This is an optimization exercise on Yosys and OpenROAD, whose aim is small area, a short achievable clock period and few clock cycles, not a production implementation.
Function was checked by simulation only, so behaviour that the tests miss may differ from the original.
Power and IR drop assume default switching activity.

== run A ==
Design rolling_hash_pattern_marker_core, start of the top module:
module rolling_hash_pattern_marker_core (
   input  wire logic        clock,
   input  wire logic        reset,
   input  wire logic        req_valid,
   output logic             req_stall,
   input  wire logic [7:0]  req_text_byte,
   input  wire logic        req_end_of_line,
   input  wire logic        req_clear_total,
   output logic             rsp_valid,
   input  wire logic        rsp_stall,
   output logic [7:0]       rsp_out_byte,
   output logic             rsp_line_done,
   output logic             rsp_line_matched,
   output logic [15:0]      rsp_total_matches,
   input  wire logic        csr_valid,
   output logic             csr_ready,
   input  wire logic [2:0]  csr_index,
   input  wire logic [63:0] csr_data
);
   logic [7:0]  pat_ff [16];
   logic        pv_lo_ff, pv_hi_ff;
   logic [3:0]  mm1_ff;                  
   logic        sv_ff, hv_ff;
   logic [7:0]  sb_ff, hb_ff;
   logic        se_ff, sc_ff, he_ff, hc_ff;
   logic [7:0]  w_ff [16];
   logic [14:0] dv_ff;
   logic [3:0]  f_ff;                    
   logic        full_ff;                 
   logic        mm_ff;                   
   logic        sz_ff;                   
   logic        sle_ff;                  
   logic [8:0]  skip_ff;
   logic        matched_ff;
   logic [15:0] total_ff;
   logic        busy_ff;
   logic        br_ff;                   
   logic        beol_ff;                 
   logic        bm_ff;                   
   logic [4:0]  r_ff;
   logic [3:0]  ki_ff;
   logic        ov_ff;
   logic [7:0]  ob_ff;
   logic        od_ff, om_ff;
   logic        csr_wr;
   assign csr_ready = !sv_ff;
   assign csr_wr    = csr_valid && !sv_ff;
   assign req_stall = hv_ff;
  ...
export LEC_CHECK = 0
export CAP_MARGIN = 20
export CORE_MARGIN = 2
export CORE_UTILIZATION = 35
export PLACE_DENSITY = 0.5
export SLEW_MARGIN = 20
create_clock -name core_clock -period 11.0 [get_ports {clock}]
standard.sh (not shown) runs the stock make flow with config.mk's settings and CLKGATE_MAP_FILE= SYNTH_SCRIPT=/design/flow/synth_recipe.tcl, a recipe that flattens the netlist after the stock synthesis.
==> flow/flow/run.sh <==
#!/bin/bash
set -euo pipefail
export SETUP_SLACK_MARGIN=7.3
export BUFFER_PORTS_ARGS="-buffer_cell sky130_fd_sc_hd__buf_2"
bash standard.sh > standard.log 2>&1
Testbench counts of run A, summed over its fixed seeds: cycles 16,359.
Input changes introduced in run B (baseline for comparison: run A):
- an added CTS_CLUSTER_SIZE of 20
- a change of PLACE_DENSITY from 0.5 to 0.75
- a change of CORE_UTILIZATION from 35 to 65
- an added CTS_CLUSTER_DIAMETER of 80
==> flow/flow/run.sh <==
#!/bin/bash
set -euo pipefail
export SETUP_SLACK_MARGIN=7.5
export BUFFER_PORTS_ARGS="-buffer_cell sky130_fd_sc_hd__buf_1"
bash standard.sh > standard.log 2>&1
## What came out
Compared run B vs run A, and power is down in run B. Of run A and run B, run A shows the lower utilization after layout, with run B above it. Compared with run A, combinational power in run B increased by a few percent.
### run B -> run C
- a deleted CTS_CLUSTER_SIZE that had been 20
- a deleted CTS_CLUSTER_DIAMETER that had been 80
- a change of CORE_UTILIZATION from 65 to 35
- a change of PLACE_DENSITY from 0.75 to 0.5
==> flow/flow/run.sh <==
#!/bin/bash
set -euo pipefail
export SETUP_SLACK_MARGIN=6.5
export BUFFER_PORTS_ARGS="-buffer_cell sky130_fd_sc_hd__buf_2"
bash standard.sh > standard.log 2>&1
### Flow results
- Of the two values seen for startpoint-to-endpoint class of the critical path, in2reg was produced by run C and reg2reg by run B.
- Clock-buffer cell count in run C is about 40% higher than in run B
- Height of the chip: run C vs run B up 35%
- Run C ended up with a lower via count than run B did.
- Summary of run C over run B: share of cells above drive strength 1 up 3.4 points; fraction of area in multi-input gates down 1.7 points; met1 usage in global routing down 14 points; total detailed-routing wirelength up about 10%.
The following lists how run D was set up differently from run C:
- PLACE_DENSITY: 0.5 -> 0.65
- CORE_UTILIZATION: 35 -> 55
- CTS_CLUSTER_DIAMETER: unset -> 80
- CTS_CLUSTER_SIZE: unset -> 20
==> flow/flow/run.sh <==
#!/bin/bash
set -euo pipefail
export SETUP_SLACK_MARGIN=7.3
export BUFFER_PORTS_ARGS="-buffer_cell sky130_fd_sc_hd__buf_1"
bash standard.sh > standard.log 2>&1
Notes after the runs:
When run D is set beside run C, its routed metal-1 wirelength turns out to be about 17% smaller.
Run D does better than run C on relative max-transition margin.
Compared with run C, run D shows global-route usage higher by 6.7 points.
Total of hold buffers inserted after clock tree synthesis came out exactly the same in run C and run D.

-- afterwards: timing with drivers on the ports --
How much do the figures lean on ideal ports? The routed layouts below were timed once more, with nothing changed but the port constraints. Step 1 assumes that a clkbuf_16 drives the clock port and a buf_2 every other input. Step 2 also shifts input and output timing later by t, the mid clock arrival at the registers, as if the neighbouring blocks saw the same clock. Slacks: ideal ports / drivers / drivers and shift; pairs: ideal ports / drivers.
| run | t (ns) | setup slack, ns | worst setup path after step 2 |
|---|---|---|---|
| run A | 0.619 | 7.295 / 7.319 / 6.712 | input to register |
| run B | 0.567 | 7.370 / 7.370 / 7.067 | input to register |
| run C | 0.604 | 6.712 / 6.746 / 6.142 | input to register |
| run D | 0.583 | 7.337 / 7.337 / 6.906 | input to register |
After both steps setup and hold are still met in every run listed. The setup slack of run A, which loses most, moves by +0.024 ns with the drivers and by -0.583 ns with both steps.
